Background: an optimization exercise with open tools, aiming at a short achievable clock period and few clock cycles. Do not read the settings as production practice. The RTL was checked by simulation tests, not by an equivalence proof against the original design. Power is estimated from default activity; no workload was simulated.

==> design.v <==
package cpu_pkg;
    typedef enum logic [5:0] {
        OP_ADD  = 6'h01,
        OP_SUB  = 6'h02,
        OP_AND  = 6'h03,
        OP_OR   = 6'h04,
        OP_SLT  = 6'h05,
        OP_ADDI = 6'h08,
        OP_LW   = 6'h10,
        OP_SW   = 6'h11,
        OP_BEQZ = 6'h12,
        OP_BNEZ = 6'h13,
        OP_J    = 6'h14,
        OP_HALT = 6'h3f
    } opcode_e;
endpackage
`timescale 1ns/100ps
module decode (
    input  logic [32-1:0]   instr,
    output logic               op_add,
    output logic               op_sub,
    output logic               op_and,
    output logic               op_or,
    output logic               op_slt,
    output logic               use_imm,
    output logic               mem_rd,
    output logic               mem_wr,
    output logic               branch,
    output logic               branch_nz,
    output logic               jump,
    output logic               halt,
    output logic               use_rs,
    output logic               use_rt,
    output logic [5-1:0] dest,
    output logic [32-1:0]   imm
);
    logic [5:0] op;
    logic       rd_form;
    logic       reg_wr;
    assign op  = instr[31:26];
    assign imm = {{(32-16){instr[15]}}, instr[15:0]};
    always_comb begin
        op_add    = 1'b0;
        op_sub    = 1'b0;
        op_and    = 1'b0;
        op_or     = 1'b0;
        op_slt    = 1'b0;
        use_imm   = 1'b0;
        mem_rd    = 1'b0;
        mem_wr    = 1'b0;
        reg_wr    = 1'b0;
        branch    = 1'b0;
        branch_nz = 1'b0;
        jump      = 1'b0;
        halt      = 1'b0;
        rd_form   = 1'b0;
        use_rs    = 1'b0;
        use_rt    = 1'b0;
        case (op)
            cpu_pkg::OP_ADD: begin
                op_add = 1'b1; reg_wr = 1'b1; rd_form = 1'b1; use_rs = 1'b1; use_rt = 1'b1;
            end
            cpu_pkg::OP_SUB: begin
                op_sub = 1'b1; reg_wr = 1'b1; rd_form = 1'b1; use_rs = 1'b1; use_rt = 1'b1;
            end
            cpu_pkg::OP_AND: begin
                op_and = 1'b1; reg_wr = 1'b1; rd_form = 1'b1; use_rs = 1'b1; use_rt = 1'b1;
            end
            cpu_pkg::OP_OR: begin
                op_or  = 1'b1; reg_wr = 1'b1; rd_form = 1'b1; use_rs = 1'b1; use_rt = 1'b1;
            end
            cpu_pkg::OP_SLT: begin
                op_slt = 1'b1; reg_wr = 1'b1; rd_form = 1'b1; use_rs = 1'b1; use_rt = 1'b1;
            end
            cpu_pkg::OP_ADDI: begin
                op_add = 1'b1; use_imm = 1'b1; reg_wr = 1'b1; use_rs = 1'b1;
            end
            cpu_pkg::OP_LW: begin
                op_add = 1'b1; use_imm = 1'b1; mem_rd = 1'b1; reg_wr = 1'b1; use_rs = 1'b1;
            end
            cpu_pkg::OP_SW: begin
                op_add = 1'b1; use_imm = 1'b1; mem_wr = 1'b1; use_rs = 1'b1; use_rt = 1'b1;
            end
            cpu_pkg::OP_BEQZ: begin
                branch = 1'b1; use_rs = 1'b1;
            end
            cpu_pkg::OP_BNEZ: begin
                branch = 1'b1; branch_nz = 1'b1; use_rs = 1'b1;
            end
            cpu_pkg::OP_J:    jump = 1'b1;
            cpu_pkg::OP_HALT: halt = 1'b1;
            default: ;
        endcase
    end
    assign dest = !reg_wr ? '0 : (rd_form ? instr[15:11] : instr[20:16]);
endmodule
`timescale 1ns/100ps
module hazard_unit (
    input  logic [5-1:0] id_rs,
    input  logic [5-1:0] id_rt,
    input  logic               id_use_rs,
    input  logic               id_use_rt,
    input  logic               id_branch,
    input  logic [5-1:0] ex_dest,
    input  logic               ex_valid,
    input  logic               ex_mem_rd,
    output logic               fwd_rs,
    output logic               fwd_rt,
    output logic               stall
);
    logic hit_rs, hit_rt;
    assign hit_rs = ex_valid && (ex_dest != '0) && (ex_dest == id_rs);
    assign hit_rt = ex_valid && (ex_dest != '0) && (ex_dest == id_rt);
    assign fwd_rs = hit_rs;
    assign fwd_rt = hit_rt;
    assign stall = (hit_rs && id_use_rs && (ex_mem_rd || !id_branch)) || (hit_rt && id_use_rt);
endmodule
`timescale 1ns/100ps
module exec_unit (
    input  logic              op_add,
    input  logic              op_sub,
    input  logic              op_and,
    input  logic              op_or,
    input  logic              op_slt,
    input  logic [32-1:0]  src_a,
    input  logic [32-1:0]  src_b,
    output logic [32-1:0]  alu_res
);
    logic [32-1:0] sum, diff;
    logic             lt;
    prefix_add #(.W(32)) u_add (.a(src_a), .b(src_b),  .cin(1'b0), .sum(sum));
    prefix_add #(.W(32)) u_sub (.a(src_a), .b(~src_b), .cin(1'b1), .sum(diff));
    assign lt   = (src_a[32-1] ^ src_b[32-1]) ? src_a[32-1] : diff[32-1];
    assign alu_res = ({32{op_add}} & sum)
                   | ({32{op_sub}} & diff)
                   | ({32{op_and}} & (src_a & src_b))
                   | ({32{op_or}}  & (src_a | src_b))
                   | {{(32-1){1'b0}}, op_slt & lt};
endmodule
module res_flags (
    input  logic              op_add,
    input  logic              op_sub,
    input  logic              op_and,
    input  logic              op_or,
    input  logic              op_slt,
    input  logic [32-1:0]  src_a,
    input  logic [32-1:0]  src_b,
    output logic              is0,
    output logic              is1
);
    logic [32-1:0] b, p, o, g, n, r;
    logic             cin, hi0, hi1, up, lt, diff_neg;
    assign cin = op_sub || op_slt;
    assign b   = cin ? ~src_b : src_b;
    assign p   = src_a ^ b;
    assign o   = src_a | b;
    assign g   = src_a & b;
    assign up  = &(~(p[32-1:2] ^ o[32-2:1]));
    assign hi0 = up && (p[1] == o[0]) && (p[0] == cin);
    assign hi1 = up && (p[1] == g[0]) && (p[0] != cin);
    logic [32-1:0] diff;
    prefix_add #(.W(32)) u_diff (.a(src_a), .b(~src_b), .cin(1'b1), .sum(diff));
    assign lt = (src_a[32-1] ^ src_b[32-1]) ? src_a[32-1] : diff[32-1];
    assign n = src_a & src_b;
    assign r = src_a | src_b;
    always_comb begin
        if (op_and) begin
            is0 = (n == '0);
            is1 = (n == 32'd1);
        end else if (op_or) begin
            is0 = (r == '0);
            is1 = (r == 32'd1);
        end else if (op_slt) begin
            is0 = !lt;
            is1 = lt;
        end else begin
            is0 = hi0;
            is1 = hi1;
        end
    end
endmodule
module prefix_add #(
    parameter int W = 32
) (
    input  logic [W-1:0] a,
    input  logic [W-1:0] b,
    input  logic         cin,
    output logic [W-1:0] sum
);
    localparam int L = (W > 32) ? 6 : (W > 16) ? 5 : (W > 8) ? 4 : (W > 4) ? 3 : (W > 2) ? 2 : 1;
    logic [W-1:0] p;
    logic [W-1:0] g [L+1];
    logic [W-1:0] t [L+1];
    assign p    = a ^ b;
    assign g[0] = (a & b) | {{(W-1){1'b0}}, p[0] & cin};
    assign t[0] = p & {{(W-1){1'b1}}, 1'b0};
    for (genvar l = 0; l < L; l++) begin : g_lvl
        localparam int D = 1 << l;
        for (genvar i = 0; i < W; i++) begin : g_bit
            if (i >= D) begin : g_op
                assign g[l+1][i] = g[l][i] | (t[l][i] & g[l][i-D]);
                assign t[l+1][i] = t[l][i] & t[l][i-D];
            end else begin : g_pass
                assign g[l+1][i] = g[l][i];
                assign t[l+1][i] = t[l][i];
            end
        end
    end
    assign sum = p ^ {g[L][W-2:0], cin};
endmodule
module prefix_inc #(
    parameter int W = 30
) (
    input  logic [W-1:0] a,
    output logic [W-1:0] sum
);
    localparam int L = (W > 32) ? 6 : (W > 16) ? 5 : (W > 8) ? 4 : (W > 4) ? 3 : (W > 2) ? 2 : 1;
    logic [W-1:0] t [L+1];
    assign t[0] = a;
    for (genvar l = 0; l < L; l++) begin : g_lvl
        localparam int D = 1 << l;
        for (genvar i = 0; i < W; i++) begin : g_bit
            if (i >= D) begin : g_op
                assign t[l+1][i] = t[l][i] & t[l][i-D];
            end else begin : g_pass
                assign t[l+1][i] = t[l][i];
            end
        end
    end
    assign sum = a ^ {t[L][W-2:0], 1'b1};
endmodule
`timescale 1ns/100ps
module regfile (
    input  logic               clk,
    input  logic               rst_n,
    input  logic [5-1:0] rs1,
    input  logic [5-1:0] rs2,
    output logic [32-1:0]   bus_a,
    output logic [32-1:0]   bus_b,
    input  logic [5-1:0] rd,
    input  logic [32-1:0]   wr_data,
    input  logic               wr_en
);
    localparam int NREGS = 1 << 5;
    logic [32-1:0] regs [NREGS];
    function automatic logic [32-1:0] read_port(input logic [5-1:0] addr);
        if (addr == '0)
            read_port = '0;
        else if (wr_en && (rd == addr))
            read_port = wr_data;
        else
            read_port = regs[addr];
    endfunction
    always_comb begin
        bus_a = read_port(rs1);
        bus_b = read_port(rs2);
    end
    always_ff @(posedge clk) begin
        if (!rst_n) begin
            for (int i = 0; i < NREGS; i++)
                regs[i] <= '0;
        end else if (wr_en && (rd != '0)) begin
            regs[rd] <= wr_data;
        end
    end
endmodule
`timescale 1ns/100ps
module pipeline (
    input  logic               clk,
    input  logic               rst_n,
    input  logic               rf_rst_n,
    input  logic [32-1:0]   instr,
    output logic [32-1:0]   i_addr,
    input  logic [32-1:0]   mem_rd_data,
    output logic [32-1:0]   mem_addr,
    output logic [32-1:0]   mem_wr_data,
    output logic               mem_wr,
    input  logic [32-1:0]   bus_a,
    input  logic [32-1:0]   bus_b,
    output logic [5-1:0] rs1,
    output logic [5-1:0] rs2,
    output logic [5-1:0] rd,
    output logic [32-1:0]   reg_wr_data,
    output logic               reg_wr,
    output logic               halted
);
    localparam int PCW   = 32 - 2;    
    localparam int NREGS  = 1 << 5;
    logic [PCW-1:0]    pc;
    logic [PCW-1:0]    f_pc1, f_tgt;
    logic [5:0]        f_op;
    logic              f_is_j, f_is_br, f_static, f_pred;
    logic              f_known, f_zero, wb_is0, wb_is1, d_zero;
    logic [NREGS-1:0]  zflag, oflag;
    logic              d_is_dec, m_is0, m_is1;
    logic [5-1:0] f_dest, d_dest;
    logic              f_is_dec;
    logic              d_valid;
    logic [32-1:0]  d_instr;
    logic [PCW-1:0]    d_pc1, d_tgt;
    logic              d_pred;
    logic              dec_add, dec_sub, dec_and, dec_or, dec_slt;
    logic              dec_use_imm, dec_mem_rd, dec_mem_wr;
    logic              dec_branch, dec_branch_nz, dec_jump, dec_halt;
    logic              dec_use_rs, dec_use_rt;
    logic [5-1:0] dec_dest;
    logic [32-1:0]  dec_imm;
    logic              haz_fwd_rs, haz_fwd_rt, stall;
    logic              e_valid;
    logic              e_add, e_sub, e_and, e_or, e_slt;
    logic              e_mem_rd, e_mem_wr, e_branch, e_nz, e_halt;
    logic              e_fwd_a;
    logic [5-1:0] e_dest;
    logic [32-1:0]  e_a, e_b, e_sd;
    logic              e_za;
    logic              e_pred;
    logic [PCW-1:0]    e_alt;
    logic [32-1:0]  x_a, x_b, x_sd, x_res;
    logic              x_zero, x_taken, mispred, halting;
    logic              m_valid, m_mem_rd, m_wr;
    logic [5-1:0] m_dest;
    logic [32-1:0]  m_res, m_sd;
    logic              m_zero, x_is0, x_is1;
    logic [32-1:0]  wb_data;
    assign i_addr = {pc, 2'b00};
    assign f_op    = instr[31:26];
    assign f_is_j  = (f_op == cpu_pkg::OP_J);
    assign f_is_br = (f_op == cpu_pkg::OP_BEQZ) || (f_op == cpu_pkg::OP_BNEZ);
    assign f_static = (f_op == cpu_pkg::OP_BNEZ) || instr[15];
    assign f_pred   = f_is_j || (f_is_br && (f_known ? (f_zero ^ f_op[0]) :
                                                       f_static));
    logic [5-1:0] f_rs;
    logic               f_rs0, f_id_wr, f_ex_wr, f_m_wr, f_v_known, f_v_zero, f_v_one;
    assign f_rs      = instr[25:21];
    assign f_rs0     = (f_rs == '0);
    assign f_id_wr   = d_valid && (d_dest == f_rs);
    assign f_ex_wr   = e_valid && (e_dest == f_rs);
    assign f_m_wr    = m_valid && (m_dest == f_rs);
    assign f_v_known = !f_ex_wr && !(f_m_wr && m_mem_rd);
    assign f_v_zero  = f_m_wr ? m_is0 : zflag[f_rs];
    assign f_v_one   = f_m_wr ? m_is1 : oflag[f_rs];
    assign f_known   = f_rs0 || (f_v_known && (!f_id_wr || d_is_dec));
    assign f_zero    = f_rs0 || (f_id_wr ? f_v_one : f_v_zero);
    logic [PCW-17:0]   pc_hi_inc, pc_hi_dec, pc_hi_m1;
    logic [16:0]       f_lo;
    prefix_inc #(.W(PCW)) u_pc_inc (.a(pc), .sum(f_pc1));
    prefix_inc #(.W(PCW-16)) u_hi_inc (.a(pc[PCW-1:16]), .sum(pc_hi_inc));
    prefix_inc #(.W(PCW-16)) u_hi_dec (.a(~pc[PCW-1:16]), .sum(pc_hi_m1));
    assign pc_hi_dec = ~pc_hi_m1;
    prefix_add #(.W(17)) u_tgt (.a({1'b0, pc[15:0]}), .b({1'b0, instr[15:0]}), .cin(1'b1), .sum(f_lo));
    logic [PCW-17:0]   hi_c0, hi_c1;
    assign hi_c0 = instr[15] ? pc_hi_dec : pc[PCW-1:16];
    assign hi_c1 = instr[15] ? pc[PCW-1:16] : pc_hi_inc;
    assign f_tgt = {f_lo[16] ? hi_c1 : hi_c0, f_lo[15:0]};
    logic [PCW-1:0] pc_seq;
    logic           pc_adv;
    assign pc_adv = !mispred && !stall && !halting && !halted;
    assign pc_seq = !rst_n ? '0 : mispred ? e_alt : pc_adv ? f_pc1 : pc;
    always_ff @(posedge clk)
        pc <= (rst_n && pc_adv && f_pred) ? f_tgt : pc_seq;
    always_ff @(posedge clk) begin
        if (!rst_n)
            d_valid <= 1'b0;
        else if (mispred || halting || halted)
            d_valid <= 1'b0;
        else if (!stall)
            d_valid <= 1'b1;
    end
    decode u_fdecode (
        .instr(instr),
        .op_add(), .op_sub(), .op_and(), .op_or(), .op_slt(),
        .use_imm(), .mem_rd(), .mem_wr(),
        .branch(), .branch_nz(), .jump(), .halt(),
        .use_rs(), .use_rt(), .dest(f_dest), .imm()
    );
    assign f_is_dec = (f_op == cpu_pkg::OP_ADDI) && (instr[25:21] == instr[20:16]) &&
                      (instr[15:0] == 16'hffff);
    always_ff @(posedge clk) begin
        if (!stall) begin
            d_instr  <= instr;
            d_dest   <= f_dest;
            d_is_dec <= f_is_dec;
            d_pred   <= f_pred;
            d_pc1    <= f_pc1;
            d_tgt    <= f_tgt;
        end
    end
    assign rs1 = d_instr[25:21];
    assign rs2 = d_instr[20:16];
    decode u_decode (
        .instr(d_instr),
        .op_add(dec_add), .op_sub(dec_sub), .op_and(dec_and), .op_or(dec_or), .op_slt(dec_slt),
        .use_imm(dec_use_imm), .mem_rd(dec_mem_rd), .mem_wr(dec_mem_wr),
        .branch(dec_branch), .branch_nz(dec_branch_nz), .jump(dec_jump), .halt(dec_halt),
        .use_rs(dec_use_rs), .use_rt(dec_use_rt), .dest(dec_dest), .imm(dec_imm)
    );
    hazard_unit u_hazard (
        .id_rs(rs1), .id_rt(rs2), .id_use_rs(dec_use_rs), .id_use_rt(dec_use_rt),
        .id_branch(dec_branch),
        .ex_dest(e_dest), .ex_valid(e_valid), .ex_mem_rd(e_mem_rd),
        .fwd_rs(haz_fwd_rs), .fwd_rt(haz_fwd_rt), .stall(stall)
    );
    always_ff @(posedge clk) begin
        if (!rst_n)
            e_valid <= 1'b0;
        else
            e_valid <= d_valid && !stall && !mispred && !halting && !halted;
    end
    always_ff @(posedge clk) begin
        e_add    <= dec_add;
        e_sub    <= dec_sub;
        e_and    <= dec_and;
        e_or     <= dec_or;
        e_slt    <= dec_slt;
        e_mem_rd <= dec_mem_rd;
        e_mem_wr <= dec_mem_wr;
        e_branch <= dec_branch;
        e_nz     <= dec_branch_nz;
        e_halt   <= dec_halt;
        e_dest   <= dec_dest;
        e_a      <= bus_a;
        e_za     <= d_zero;
        e_b      <= dec_use_imm ? dec_imm : bus_b;
        e_sd     <= bus_b;
        e_fwd_a  <= haz_fwd_rs;
        e_pred   <= d_pred;
        e_alt    <= d_pred ? d_pc1 : d_tgt;
    end
    assign x_a  = e_a;
    assign x_b  = e_b;
    assign x_sd = e_sd;
    exec_unit u_exec (
        .op_add(e_add), .op_sub(e_sub), .op_and(e_and), .op_or(e_or), .op_slt(e_slt),
        .src_a(x_a), .src_b(x_b), .alu_res(x_res)
    );
    assign x_zero  = e_fwd_a ? m_zero : e_za;
    assign x_taken = x_zero ^ e_nz;
    assign mispred = e_valid && e_branch && (x_taken != e_pred);
    assign halting = e_valid && e_halt;
    always_ff @(posedge clk) begin
        if (!rst_n) begin
            m_valid <= 1'b0;
            m_wr    <= 1'b0;
            halted  <= 1'b0;
        end else begin
            m_valid <= e_valid;
            m_wr    <= e_valid && e_mem_wr;
            if (halting)
                halted <= 1'b1;
        end
    end
    res_flags u_flags (
        .op_add(e_add), .op_sub(e_sub), .op_and(e_and), .op_or(e_or), .op_slt(e_slt),
        .src_a(x_a), .src_b(x_b), .is0(x_is0), .is1(x_is1)
    );
    always_ff @(posedge clk) begin
        m_zero   <= x_is0;
        m_is1    <= x_is1;
        m_mem_rd <= e_mem_rd;
        m_dest   <= e_dest;
        m_res    <= x_res;
        m_sd     <= x_sd;
    end
    assign m_is0  = m_zero;
    assign mem_addr    = m_res;
    assign mem_wr_data = m_sd;
    assign mem_wr      = m_wr;
    assign wb_data     = m_mem_rd ? mem_rd_data : m_res;
    assign reg_wr_data = wb_data;
    assign rd          = m_dest;
    assign reg_wr      = m_valid;
    assign wb_is0 = m_mem_rd ? (mem_rd_data == '0) : m_is0;
    assign wb_is1 = m_mem_rd ? (mem_rd_data == 32'd1) : m_is1;
    assign d_zero = (m_valid && (m_dest != '0) && (m_dest == rs1)) ? wb_is0 : zflag[rs1];
    always_ff @(posedge clk) begin
        if (!rf_rst_n) begin
            zflag <= '1;
            oflag <= '0;
        end else if (m_valid && (m_dest != '0)) begin
            zflag[m_dest] <= wb_is0;
            oflag[m_dest] <= wb_is1;
        end
    end
endmodule
`timescale 1ns/100ps
module cpu_top (
    input  logic             clk,
    input  logic             rst_n,
    input  logic [32-1:0] instr,
    output logic [32-1:0] i_addr,
    input  logic [32-1:0] mem_rd_data,
    output logic [32-1:0] mem_addr,
    output logic [32-1:0] mem_wr_data,
    output logic             mem_wr,
    output logic             halted
);
    logic [32-1:0]   bus_a;
    logic [32-1:0]   bus_b;
    logic [5-1:0] rs1;
    logic [5-1:0] rs2;
    logic [5-1:0] rd;
    logic [32-1:0]   reg_wr_data;
    logic               reg_wr;
    logic rf_rst_n;
    always_ff @(posedge clk)
        rf_rst_n <= rst_n;
    pipeline u_pipeline (
        .clk(clk), .rst_n(rst_n), .rf_rst_n(rf_rst_n),
        .instr(instr), .i_addr(i_addr),
        .mem_rd_data(mem_rd_data), .mem_addr(mem_addr),
        .mem_wr_data(mem_wr_data), .mem_wr(mem_wr),
        .bus_a(bus_a), .bus_b(bus_b), .rs1(rs1), .rs2(rs2),
        .rd(rd), .reg_wr_data(reg_wr_data), .reg_wr(reg_wr),
        .halted(halted)
    );
    regfile u_regfile (
        .clk(clk), .rst_n(rf_rst_n),
        .rs1(rs1), .rs2(rs2), .bus_a(bus_a), .bus_b(bus_b),
        .rd(rd), .wr_data(reg_wr_data), .wr_en(reg_wr)
    );
endmodule
==> run.sh <==
#!/bin/bash
# synth_recipe.tcl (not shown) runs the flow's synth.tcl, then flattens the netlist and writes it again
# the make line also repeats each setting of config.mk as NAME=value (left out here)
make -C /OpenROAD-flow-scripts/flow DESIGN_CONFIG=/design/flow/config.mk WORK_HOME=/design/flow/orfs CLKGATE_MAP_FILE= SYNTH_SCRIPT=/design/flow/synth_recipe.tcl finish
==> config.mk <==
export PLATFORM = sky130hd
export DESIGN_NAME = cpu_top
export DESIGN_NICKNAME = cpu_top
export VERILOG_FILES = /design/flow/design.v
export SDC_FILE = /design/flow/constraint.sdc
export NUM_CORES = 4
export LEC_CHECK = 0
export CAP_MARGIN = 35
export CORE_MARGIN = 2
export CORE_UTILIZATION = 55
export PLACE_DENSITY = 0.7
export SETUP_SLACK_MARGIN = 3.8
export SLEW_MARGIN = 35
export SYNTH_HIERARCHICAL = 1
export SYNTH_MINIMUM_KEEP_SIZE = 0
==> constraint.sdc <==
create_clock -name core_clock -period 7.0 [get_ports {clk}]
set_input_delay 1.4000 -clock core_clock [delete_from_list [all_inputs] [get_ports {clk}]]
set_output_delay 1.4000 -clock core_clock [all_outputs]
set_load 0.01 [all_outputs]
==> run summary, run 1 <==
status=complete, no violations; final setup fails=0; Worst-Margin Slew=946 ps; crit-path max FO=47; row cnt=139; Post-Synthesis Cells=6276; Final Skew=48.6 ps; Critical Path Stages=6; share of cells above drive strength 1=21.1%; CTS Hold Bufs=0; DRT Pass-1 Iters=9; Pwr per Cell Area=247 nW/um^2; Post-DRT Antenna Nets=0; HP Class=reg -> reg; Layout Utilization=63.1%; final setup TNS=0 ps; Final Hold Vio Count=0; CTS max path bufs=3; CTS tree=yes; fmax=301 MHz; VDD IR max=0.212 mV; H-tree levels=4; pin count of the biggest net entering global routing=72; total CTS buffers=156; r2r endpoint=u_pipeline.e_a[12]; Slew headroom=36.4%; nets=6552; GRT overflow=0; DR iter-0 viols=7817; most common cell after layout, fill and taps aside=edfxtp_1; Worst Hold Endpoint=u_pipeline.m_sd[21]; Reg2Reg Depth=6; critical path arrival=4060 ps; wire length per cell=32.3 um; Logic pwr share=17.2%; Via density=6.86; sequential share of power=44.9%; Root Buffer=clkbuf_16; FF-to-FF setup slack=3680 ps; Initial Util=55.2%; leak pwr=33.7 nW; global-route wire length before repair=385000 um; Mean Syn Cell Area=12.6 um^2; Clk network pwr share=37.9%; Switch Pwr=0.00627 W; crit-path cells=buf_16, or3b_2, o221ai_1, a21oi_1, a22oi_1, a22o_1; hold path start=u_pipeline.e_sd[21]; Cell Count Post-Placement=7946; Final Max Tran Viols=0; most frequent cells in the layout=1153 x edfxtp_1, 1000 x and2_1, 398 x mux4_2; GRT Total Usage=36.0%; detailed placement HPWL=167000 um; maxcap violations=0; IO Count=164; RSZ-0062 raised after global routing=yes; DIE AREA=147000 um^2; Int Pwr=0.0160 W; critical path type=reg -> reg; Area Growth Syn to Fin=14.2%; worst r2r src=u_pipeline.d_instr[22]; port bufs=161; DRC Markers=0; Yosys Warn Count=21; clock transition at the registers of the reported paths=70 ps; hold path depth=0; crit start category=register; vias in the first global route=55990; Required @ worst endpoint=7740 ps; CP max stage cell=or3b_2; Die W=383 um; Finished Layout Cells=8369; Worst-Skew Late Latency=810 ps; CP max stage delay=870 ps; Clock Sinks=1439; minimum clock period=3320 ps; fin crit share=47.4%; Top Family by Delay on Critical Path=compound AO/OA/AOI/OAI gates; synthesized area=79000 um^2; area of the core=143000 um^2; Routed Wire Length=270000 um; crit end category=register; Buf+Inv Stages, Crit Path=1; Sw Ratio=28.2%; GP Congestion=0.946; initial antenna violation count=8; DIE HEIGHT=383 um; vias post-DR=57390
==> power by group through the flow <==
| stage | logic [W] | registers, W | clock network [W] |
|---|---|---|---|
| after floorplan | 0.00232 | 0.0100 | 0 |
| after global placement | 0.00336 | 0.0102 | 0 |
| after detailed placement | 0.00339 | 0.0102 | 0 |
| after CTS | 0.00358 | 0.00998 | 0.00846 |
| after global routing | 0.00403 | 0.0100 | 0.00878 |
| final | 0.00383 | 0.0100 | 0.00844 |
==> registers in the layout (all words and copies together), names as in the netlist, 5 cells and up <==
register,flops
u_regfile.regs,1024
u_pipeline.zflag,32
u_pipeline.e_a,32
u_pipeline.e_dest,5
u_pipeline.m_res,32
u_pipeline.m_dest,5
u_pipeline.oflag,32
u_pipeline.e_alt,30
u_pipeline.m_sd,32
u_pipeline.d_tgt,30
u_pipeline.e_sd,32
u_pipeline.d_instr,32
u_pipeline.pc,30
u_pipeline.d_pc1,30
u_pipeline.d_dest,5
u_pipeline.e_b,32
==> how the worst max path moves through the flow <==
stage | slack (ps) | start | to
detailed placement | 2150 | instr[0] | u_pipeline.pc[16]
floorplan | 2630 | u_pipeline.d_instr[30] | u_pipeline.pc[0]
finish | 3680 | u_pipeline.d_instr[22] | u_pipeline.e_a[12]
global placement | 2110 | instr[23] | u_pipeline.pc[28]
global route | 3670 | u_pipeline.e_b[0] | u_pipeline.m_res[26]
CTS | 3770 | u_pipeline.d_instr[21] | u_pipeline.e_a[13]
==> through the flow <==
step | total power, W | worst slack [ps] | hold WS, ps | instance area (um^2)
floorplan | 0.0123 | 2630 | 310 | 79400
global placement | 0.0135 | 2110 | 310 | 82300
detailed placement | 0.0136 | 2150 | 312 | 82500
CTS | 0.0220 | 3770 | 319 | 89000
global route | 0.0228 | 3670 | 329 | 90300
finish | 0.0223 | 3680 | 314 | 90300
==> cell type report <==
type	instances	area (um^2)
inverter	156	592
multi-input combinational	4138	37100
timing repair inverter	1	5.00
antenna	5	12.5
sequential	1439	40400
tap	1903	2380
fill	10649	52900
clock buffer	201	4290
clock inverter	88	868
timing repair buffer	438	4570
==> repair_timing <==
action,4_1_cts,5_1_grt
resized for setup,202,160
setup buffers,55,51
cloned,13,9
endpoints found under the setup margin,506,137
pin swaps,16,40
==> layer usage <==
layer,share of wire (%),global-route usage (%),wire length [um],vias up
li1,-,-,-,23837
met1,37,47.6,99300,28734
met2,45,55.0,123000,3950
met3,10,6.41,28200,863
met4,7.3,23.0,19800,6
met5,0.012,0,32,-
Testbench counts, summed over its fixed seeds: cycles 354,653.
==> run 2: changes to the inputs <==
--- a/config.mk
+++ b/config.mk
@@ -7,8 +7,8 @@
 export LEC_CHECK = 0
 export CAP_MARGIN = 35
 export CORE_MARGIN = 2
-export CORE_UTILIZATION = 55
-export PLACE_DENSITY = 0.7
+export CORE_UTILIZATION = 65
+export PLACE_DENSITY = 0.8
 export SETUP_SLACK_MARGIN = 3.8
 export SLEW_MARGIN = 35
 export SYNTH_HIERARCHICAL = 1
==> run summary, run 2 <==
Top reg by flops=u_regfile.regs; RSZ-0062 raised after global routing=yes; global-route wire length before repair=382000 um; H-tree levels=4; Clock Sinks=1439; detailed placement HPWL=162000 um; Worst-Skew Late Latency=810 ps; minimum clock period=3300 ps; Final Max Tran Viols=0; most frequent cells in the layout=1153 x edfxtp_1, 1002 x and2_1, 398 x mux4_2; Slew headroom=35.0%; Largest register FFs=1024; share of cells above drive strength 1=20.3%; crit start category=register; IO Count=164; port bufs=161; DRC Markers=0; critical path arrival=3970 ps; Worst-Margin Slew=975 ps; synthesized area=79000 um^2; DIE AREA=124000 um^2; area of the core=120000 um^2; maxcap violations=0; Required @ worst endpoint=7670 ps; DRT Pass-1 Iters=7; CTS Hold Bufs=0; HP Class=reg -> reg; wire length per cell=32.9 um; VDD IR max=0.276 mV; critical path type=reg -> reg; crit-path max FO=43; status=complete, no violations; GP Congestion=0.985; Yosys Warn Count=21; Area Growth Syn to Fin=13.1%; Routed Wire Length=265000 um; Post-DRT Antenna Nets=0; DIE HEIGHT=353 um; GRT Total Usage=41.8%; Final Skew=37.0 ps; CTS tree=yes; Root Buffer=clkbuf_16; leak pwr=33.4 nW; row cnt=127; Tot Pwr=0.0216 W; Die W=353 um; GRT overflow=0; Mean Syn Cell Area=12.6 um^2; final setup fails=0; Via density=7.28; vias in the first global route=57665; crit end category=register; clock transition at the registers of the reported paths=60 ps; Post-Synthesis Cells=6276; final setup TNS=0 ps; Initial Util=65.7%; fin crit share=47.2%; total CTS buffers=149; vias post-DR=58707; fmax=303 MHz; Layout Utilization=74.3%; most common cell after layout, fill and taps aside=edfxtp_1; DR iter-0 viols=10141; initial antenna violation count=18; Final Hold Vio Count=0; nets=6544; pin count of the biggest net entering global routing=116; Pwr per Cell Area=242 nW/um^2; CTS max path bufs=3
run 2: cell types whose count changed in the layout (fill, tap and decap cells not counted), moves of 7 or more:
cell	previous run	this run
clkbuf_16	169	161
clkbuf_1	29	39
clkinv_1	33	25
clkdlybuf4s50_1	121	128
dfxtp_1	254	270
dlygate4sd2_1	23	12
bufinv_16	13	5
dfxtp_2	28	12
run 2: where the power goes:
part	switching, W	internal (W)	leakage [nW]
logic	0.00228	0.00152	16.7
registers	0.000364	0.00963	14.4
clock network	0.00345	0.00439	2.31
run 2: final cells by class:
type	count	area (um^2)
Fill cell	7398	30900
Timing Repair inverter	1	5.00
Timing Repair Buffer	436	4570
Tap cell	1612	2020
Clock buffer	206	4200
Antenna cell	8	20.0
Sequential cell	1439	40400
Multi-Input combinational cell	4139	37100
Clock inverter	66	512
Inverter	156	594
run 2: metal layers:
layer	vias to the layer above	track usage [%]	routed length [um]
met5	-	0	85
met4	12	29.1	22400
met3	1202	10.0	34700
met2	5066	62.3	118000
met1	28625	54.3	90200
li1	23802	-	-
run 2: worst max-delay path: stages (launching register included):
cell	delay [ps]
edfxtp_1	440
buf_16	300
buf_16	320
mux4_2	560
mux2i_1	430
o2111ai_1	270
o221a_2	450
mux2_2	310
run 2: metrics by stage:
| step | cell area (um^2) | hold slack (ps) | cells | setup slack (ps) |
|---|---|---|---|---|
| 6_report | 89400 | 327 | 8063 | 3700 |
| 5_1_grt | 89400 | 332 | 8062 | 3670 |
| 4_1_cts | 88300 | 327 | 8005 | 3760 |
| 3_5_place_dp | 82100 | 312 | 7646 | 1880 |
| 3_3_place_gp | 81900 | 310 | 7641 | 1740 |
| 2_1_floorplan | 79400 | 310 | 6310 | 2630 |
run 2: final timing paths:
path	startpoint	to	slack, ps	depth (start not counted)
max reg2reg	u_pipeline.d_instr[16]	u_pipeline.e_b[2]	3700	7
max	u_pipeline.d_instr[16]	u_pipeline.e_b[2]	3700	7
min	u_pipeline.e_sd[22]	u_pipeline.m_sd[22]	330	0
min reg2reg	u_pipeline.e_sd[22]	u_pipeline.m_sd[22]	330	0
run 2: what timing repair did:
item | 4_1_cts | 5_1_grt
cloned | 14 | 8
buffers inserted | 73 | 40
setup endpoints to repair | 576 | 184
pin swaps | 23 | 47
gates resized for setup | 156 | 166
==> run 3: changes to the inputs <==
--- a/design.v
+++ b/design.v
@@ -235,6 +235,8 @@
     input  logic               rst_n,
     input  logic [5-1:0] rs1,
     input  logic [5-1:0] rs2,
+    input  logic [(1<<5)-1:0] rs1_oh,
+    input  logic [(1<<5)-1:0] rs2_oh,
     output logic [32-1:0]   bus_a,
     output logic [32-1:0]   bus_b,
     input  logic [5-1:0] rd,
@@ -243,17 +245,20 @@
 );
     localparam int NREGS = 1 << 5;
     logic [32-1:0] regs [NREGS];
-    function automatic logic [32-1:0] read_port(input logic [5-1:0] addr);
-        if (addr == '0)
-            read_port = '0;
-        else if (wr_en && (rd == addr))
+    function automatic logic [32-1:0] read_port(input logic [5-1:0] addr,
+                                                   input logic [NREGS-1:0]   sel);
+        logic [32-1:0] v;
+        v = '0;
+        for (int i = 1; i < NREGS; i++)
+            v = v | (regs[i] & {32{sel[i]}});
+        if (wr_en && (rd == addr) && (addr != '0))
             read_port = wr_data;
         else
-            read_port = regs[addr];
+            read_port = v;
     endfunction
     always_comb begin
-        bus_a = read_port(rs1);
-        bus_b = read_port(rs2);
+        bus_a = read_port(rs1, rs1_oh);
+        bus_b = read_port(rs2, rs2_oh);
     end
     always_ff @(posedge clk) begin
         if (!rst_n) begin
@@ -279,6 +284,8 @@
     input  logic [32-1:0]   bus_b,
     output logic [5-1:0] rs1,
     output logic [5-1:0] rs2,
+    output logic [(1<<5)-1:0] rs1_oh,
+    output logic [(1<<5)-1:0] rs2_oh,
     output logic [5-1:0] rd,
     output logic [32-1:0]   reg_wr_data,
     output logic               reg_wr,
@@ -295,6 +302,7 @@
     logic              d_is_dec, m_is0, m_is1;
     logic [5-1:0] f_dest, d_dest;
     logic              f_is_dec;
+    logic [NREGS-1:0]  d_rs_oh, d_rt_oh;
     logic              d_valid;
     logic [32-1:0]  d_instr;
     logic [PCW-1:0]    d_pc1, d_tgt;
@@ -378,6 +386,8 @@
     always_ff @(posedge clk) begin
         if (!stall) begin
             d_instr  <= instr;
+            d_rs_oh  <= NREGS'(1) << instr[25:21];
+            d_rt_oh  <= NREGS'(1) << instr[20:16];
             d_dest   <= f_dest;
             d_is_dec <= f_is_dec;
             d_pred   <= f_pred;
@@ -385,8 +395,10 @@
             d_tgt    <= f_tgt;
         end
     end
-    assign rs1 = d_instr[25:21];
-    assign rs2 = d_instr[20:16];
+    assign rs1    = d_instr[25:21];
+    assign rs2    = d_instr[20:16];
+    assign rs1_oh = d_rs_oh;
+    assign rs2_oh = d_rt_oh;
     decode u_decode (
         .instr(d_instr),
         .op_add(dec_add), .op_sub(dec_sub), .op_and(dec_and), .op_or(dec_or), .op_slt(dec_slt),
@@ -471,7 +483,7 @@
     assign reg_wr      = m_valid;
     assign wb_is0 = m_mem_rd ? (mem_rd_data == '0) : m_is0;
     assign wb_is1 = m_mem_rd ? (mem_rd_data == 32'd1) : m_is1;
-    assign d_zero = (m_valid && (m_dest != '0) && (m_dest == rs1)) ? wb_is0 : zflag[rs1];
+    assign d_zero = (m_valid && (m_dest != '0) && (m_dest == rs1)) ? wb_is0 : |(zflag & d_rs_oh);
     always_ff @(posedge clk) begin
         if (!rf_rst_n) begin
             zflag <= '1;
@@ -498,6 +510,8 @@
     logic [32-1:0]   bus_b;
     logic [5-1:0] rs1;
     logic [5-1:0] rs2;
+    logic [(1<<5)-1:0] rs1_oh;
+    logic [(1<<5)-1:0] rs2_oh;
     logic [5-1:0] rd;
     logic [32-1:0]   reg_wr_data;
     logic               reg_wr;
@@ -510,12 +524,14 @@
         .mem_rd_data(mem_rd_data), .mem_addr(mem_addr),
         .mem_wr_data(mem_wr_data), .mem_wr(mem_wr),
         .bus_a(bus_a), .bus_b(bus_b), .rs1(rs1), .rs2(rs2),
+        .rs1_oh(rs1_oh), .rs2_oh(rs2_oh),
         .rd(rd), .reg_wr_data(reg_wr_data), .reg_wr(reg_wr),
         .halted(halted)
     );
     regfile u_regfile (
         .clk(clk), .rst_n(rf_rst_n),
-        .rs1(rs1), .rs2(rs2), .bus_a(bus_a), .bus_b(bus_b),
+        .rs1(rs1), .rs2(rs2), .rs1_oh(rs1_oh), .rs2_oh(rs2_oh),
+        .bus_a(bus_a), .bus_b(bus_b),
         .rd(rd), .wr_data(reg_wr_data), .wr_en(reg_wr)
     );
 endmodule
--- a/config.mk
+++ b/config.mk
@@ -7,8 +7,8 @@
 export LEC_CHECK = 0
 export CAP_MARGIN = 35
 export CORE_MARGIN = 2
-export CORE_UTILIZATION = 65
-export PLACE_DENSITY = 0.8
+export CORE_UTILIZATION = 55
+export PLACE_DENSITY = 0.7
 export SETUP_SLACK_MARGIN = 3.8
 export SLEW_MARGIN = 35
 export SYNTH_HIERARCHICAL = 1
==> run summary, run 3 <==
DRT Pass-1 Iters=10; clock transition at the registers of the reported paths=70 ps; Post-Synthesis Cells=6593; GRT overflow=0; most common cell after layout, fill and taps aside=edfxtp_1; worst hold slack=322 ps; Final Hold Vio Count=0; CTS tree=yes; Routed Wire Length=287000 um; status=complete, no violations; final setup TNS=0 ps; Clock Sinks=1470; crit end category=register; Top reg by flops=u_regfile.regs; H-tree levels=4; Root Buffer=clkbuf_16; Die W=373 um; wire length per cell=33.7 um; nets=6825; Mean Syn Cell Area=11.4 um^2; Required @ worst endpoint=7560 ps; port bufs=161; pin count of the biggest net entering global routing=162; row cnt=135; RSZ-0062 raised after global routing=yes; Reg2Reg Depth=8; fin crit share=47.5%; grt met3 use=14.5%; DIE AREA=139000 um^2; CTS max path bufs=3; Layout Utilization=63.0%; most frequent cells in the layout=1184 x edfxtp_1, 1000 x and2_1, 919 x a22oi_1; FF+latch area=41400 um^2; fmax=301 MHz; GR peak layer=met2; Area Growth Syn to Fin=13.9%; critical path arrival=3880 ps; initial antenna violation count=19; share of cells above drive strength 1=13.8%; leak pwr=30.9 nW; Worst-Skew Late Latency=820 ps; detailed placement HPWL=173000 um; IO Count=164; vias post-DR=60353; area of the core=135000 um^2; Pwr per Cell Area=257 nW/um^2; Worst-Margin Slew=1040 ps; Via density=7.09; crit start category=input port; VDD IR max=0.273 mV; crit-path max FO=7; total CTS buffers=156; Final Skew=38.6 ps; DRC Markers=0; hold path depth=0; maxcap violations=0; Final Max Tran Viols=0; vias in the first global route=56934; global-route wire length before repair=402000 um; GP Congestion=0.966; Initial Util=55.3%; minimum clock period=3320 ps; Yosys Warn Count=21; GRT Total Usage=39.8%; DR iter-0 viols=11256; Layout fillers=10382; DIE HEIGHT=373 um; met2 Track Usage GR=56.4%; Post-DRT Antenna Nets=0; multi-input logic area=32000 um^2; routing usage on met1=52.4%; Largest register FFs=992; Slew headroom=30.5%; synthesized area=75000 um^2; critical path type=in -> reg; final setup fails=0; HP Class=reg -> reg; CTS Hold Bufs=0
## run 3: power by group
group,switching (W),internal [W]
registers,0.000412,0.00985
logic,0.00221,0.00121
clock network,0.00358,0.00469
total,0.00620,0.0157
## run 3: worst paths after layout
| check | startpoint | endpoint | slack, ps |
|---|---|---|---|
| max reg2reg | u_pipeline.m_dest[2] | u_pipeline.e_b[10] | 3720 |
| min | u_pipeline.e_sd[6] | u_pipeline.m_sd[6] | 320 |
| min reg2reg | u_pipeline.e_sd[6] | u_pipeline.m_sd[6] | 320 |
| max | instr[0] | u_pipeline.pc[28] | 3680 |
## run 3: routing by layer
layer  share of wire (%)  routed length (um)
met4                 6.8               19500
met1                  36              102000
met5                0.10                 295
met3                  16               45400
met2                  42              120000
## run 3: per-stage QoR
step,cells,power [W],worst slack (ps),area [um^2]
floorplan,6596,0.0122,2860,75300
detailed placement,8114,0.0134,1700,78400
global route,8510,0.0224,3560,85400
CTS,8455,0.0216,3700,84400
global placement,8103,0.0134,1450,78100
finish,8516,0.0219,3680,85400
## run 3: layout make-up
class | count | area share (%)
flip-flops and latches | 1470 | 48.4
multi-input cells | 4394 | 37.5
clock buffers | 210 | 5.03
repair buffers | 433 | 4.93
well taps | 1781 | 2.61
clock inverters | 73 | 0.832
inverters | 149 | 0.659
diodes | 6 | 0.0176
## run 3: worst max-delay path: stages
cell	delay, ps
buf_8	80
fa_2	200
inv_2	40
fa_2	340
nand2b_4	160
a21oi_4	200
o21ai_4	90
o21ai_4	210
xnor2_4	240
buf_12	160
buf_16	120
nor2_1	80
a211oi_4	180
a21oi_2	80
mux2_4	280
## run 3: repair_timing
action / in CTS / in global routing
cloned: 8 / 3
pin swaps: 25 / 53
gates resized for setup: 174 / 125
endpoints found under the setup margin: 226 / 108
setup buffers: 50 / 45
Testbench counts of run 3, summed over its fixed seeds: cycles 354,653.
==> run 4: changes to the inputs <==
==> flow/run.sh (new file) <==
#!/bin/bash
# The standard layout, with the input and output port buffers made as
# sky130_fd_sc_hd__buf_4 instead of the smallest buffer, so that the paths
# from the inputs and to the outputs start from a cell the resizer can work
# with. Everything else is the standard.sh unchanged.
set -euo pipefail
export BUFFER_PORTS_ARGS="-buffer_cell sky130_fd_sc_hd__buf_4"
bash standard.sh > standard.log 2>&1
==> standard.sh (new file) <==
#!/bin/bash
# synth_recipe.tcl (not shown) runs the flow's synth.tcl, then flattens the netlist and writes it again
# the make line also repeats each setting of config.mk as NAME=value (left out here)
make -C /OpenROAD-flow-scripts/flow DESIGN_CONFIG=/design/flow/config.mk WORK_HOME=/design/flow/orfs CLKGATE_MAP_FILE= SYNTH_SCRIPT=/design/flow/synth_recipe.tcl "${@:-finish}"
removed: run.sh
==> run summary, run 4 <==
Final Hold Vio Count=0; H-tree levels=4; Post-DRT Antenna Nets=0; Pwr per Cell Area=257 nW/um^2; synthesized area=75000 um^2; worst setup path start=instr[21]; Final Skew=46.0 ps; final setup TNS=0 ps; most frequent cells in the layout=1184 x edfxtp_1, 1000 x and2_1, 919 x a22oi_1; area of the core=135000 um^2; CTS tree=yes; Mean Syn Cell Area=11.4 um^2; Top Metal Used=met5; crit start category=input port; pin count of the biggest net entering global routing=72; Clock Sinks=1470; DRC Markers=0; critical path arrival=3820 ps; Largest register FFs=992; RSZ-0062 raised after global routing=yes; crit-path cells=buf_16, buf_4, mux4_2, mux2_2, a21oi_2, a311oi_2, buf_4, a21oi_2, nand4bb_4, buf_12, mux2_4; detailed placement HPWL=174000 um; leak pwr=30.5 nW; row cnt=135; DIE AREA=139000 um^2; Root Buffer=clkbuf_16; Slew headroom=31.6%; Buf+Inv Stages, Crit Path=4; critical path type=in -> reg; CP max stage cell=mux4_2; met3 wire len=43900 um; CP endpoint=u_pipeline.pc[12]; FF-to-FF setup slack=3770 ps; Routed Wire Length=283000 um; HP Class=reg -> reg; CP max stage delay=490 ps; Worst-Margin Slew=1030 ps; nets=6765; Worst-Skew Late Latency=810 ps; CTS Hold Bufs=0; global-route wire length before repair=396000 um; worst r2r src=u_pipeline.m_dest[2]; vias post-DR=59640; r2r endpoint=u_pipeline.e_a[10]; final setup fails=0; Final Max Tran Viols=0; CTS max path bufs=3; Yosys Warn Count=21; Via density=7.05; vias in the first global route=56413; Reg2Reg Depth=6; Finished Cell Area=84300 um^2; crit-path max FO=17; Area Growth Syn to Fin=12.5%; GP Congestion=0.963; status=complete, no violations; crit end category=register; IO Count=164; dpl ws=2310 ps; Layout fillers=10528; total CTS buffers=155; fin crit share=46.7%; initial antenna violation count=19; wl on met1=101000 um; fmax=306 MHz; wire length per cell=33.5 um; port bufs=161; share of cells above drive strength 1=15.3%; most common cell after layout, fill and taps aside=edfxtp_1; worst setup margin=3730 ps; Top reg by flops=u_regfile.regs; Critical Path Stages=11; DRT Pass-1 Iters=14; Top Family by Delay on Critical Path=multiplexers; minimum clock period=3270 ps; GRT Total Usage=39.2%; Placed Instance Area=77900 um^2; DR iter-0 viols=10313; GRT overflow=0; metal2 WL=118000 um; Required @ worst endpoint=7550 ps; Die W=373 um; DIE HEIGHT=373 um; maxcap violations=0; Post-Synthesis Cells=6593; clock transition at the registers of the reported paths=60 ps; Initial Util=55.3%; VDD IR max=0.268 mV
-- run 4: changes by cell type in the layout (fill, tap and decap cells not counted), sizes merged --
| cell | change |
|---|---|
| diode | +4 |
| clkdlybuf4s50 | -108 |
| bufbuf | -1 |
| inv | -5 |
| clkbuf | -4 |
| clkinv | +8 |
| dlygate4sd2 | -33 |
| buf | +94 |
| dlymetal6s2s | -4 |
| bufinv | -5 |
-- run 4: layer usage --
layer / track usage, % / vias to the layer above
li1: - / 24808
met5: 0.858 / -
met1: 50.5 / 29124
met3: 14.9 / 911
met2: 55.5 / 4778
met4: 24.3 / 19
-- run 4: worst min-delay path by stage --
stage                              from                  end  slack (ps)  cells after the start
floorplan            u_pipeline.e_sd[0]   u_pipeline.m_sd[0]         310                      0
global placement     u_pipeline.e_sd[5]   u_pipeline.m_sd[5]         310                      0
detailed placement   u_pipeline.e_sd[6]   u_pipeline.m_sd[6]         310                      0
CTS                  u_pipeline.e_sd[6]   u_pipeline.m_sd[6]         330                      0
global route         u_pipeline.e_sd[9]   u_pipeline.m_sd[9]         330                      0
finish              u_pipeline.e_sd[23]  u_pipeline.m_sd[23]         330                      0
-- run 4: where the power goes --
part	switching [W]	internal [W]	leakage, nW
combinational	0.00217	0.00116	13.2
sequential	0.000447	0.00985	14.9
clock	0.00351	0.00457	2.42
total	0.00613	0.0156	30.5
-- run 4: cell type report --
cell class,count,area (um^2),area share (%)
timing repair inverter,1,7.51,0.00890
multi-input combinational,4394,32000,37.9
sequential,1470,41300,49.0
tap,1781,2230,2.64
clock buffer,214,4390,5.20
clock inverter,70,510,0.605
inverter,149,563,0.668
antenna,10,25.0,0.0297
timing repair buffer,373,3290,3.90
-- run 4: stage by stage --
stage	power (W)	util, %	instances	hold slack [ps]
after global placement	0.0133	57.3	8099	311
after CTS	0.0214	61.5	8410	329
after floorplan	0.0122	-	6596	310
after detailed placement	0.0134	57.5	8108	314
after global routing	0.0222	62.2	8453	333
final	0.0217	62.3	8462	327
-- run 4: repair_timing --
item                                    CTS  global route
setup buffers                            14            31
gates cloned                              4             5
endpoints found under the setup margin  263           168
resized for setup                        65           129
pin swaps                                11            49

## static timing again, ports no longer ideal
No port has a modelled driver above. Below, the same layouts with a new extraction and two added sets of constraints. Step 1 sets driving cells, clkbuf_16 on the clock port and buf_2 on the other inputs (assumed; they add their load-dependent delay and slew). Step 2 times the ports against the registers' clock, not the clock port: input delays grow and output delays shrink by t, the midpoint of the rising clock arrivals with the driver on. Slacks: ideal ports / drivers / drivers and shift; pairs: ideal ports / drivers.
run	t (ns)	slack for setup (ns)	worst setup path at the end	worst register clock-pin slew, ns
run 1	0.866	3.682 / 3.682 / 2.830	input to register	0.07 / 0.07
run 2	0.877	3.697 / 3.627 / 2.750	input to register	0.07 / 0.07
run 3	0.884	3.678 / 3.601 / 2.717	input to register	0.07 / 0.07
run 4	0.871	3.734 / 3.593 / 2.722	input to register	0.07 / 0.07
After both steps setup and hold are still met in every run listed. For run 4, which loses most, drivers alone change the setup slack by -0.141 ns; drivers and shift together by -1.012 ns.
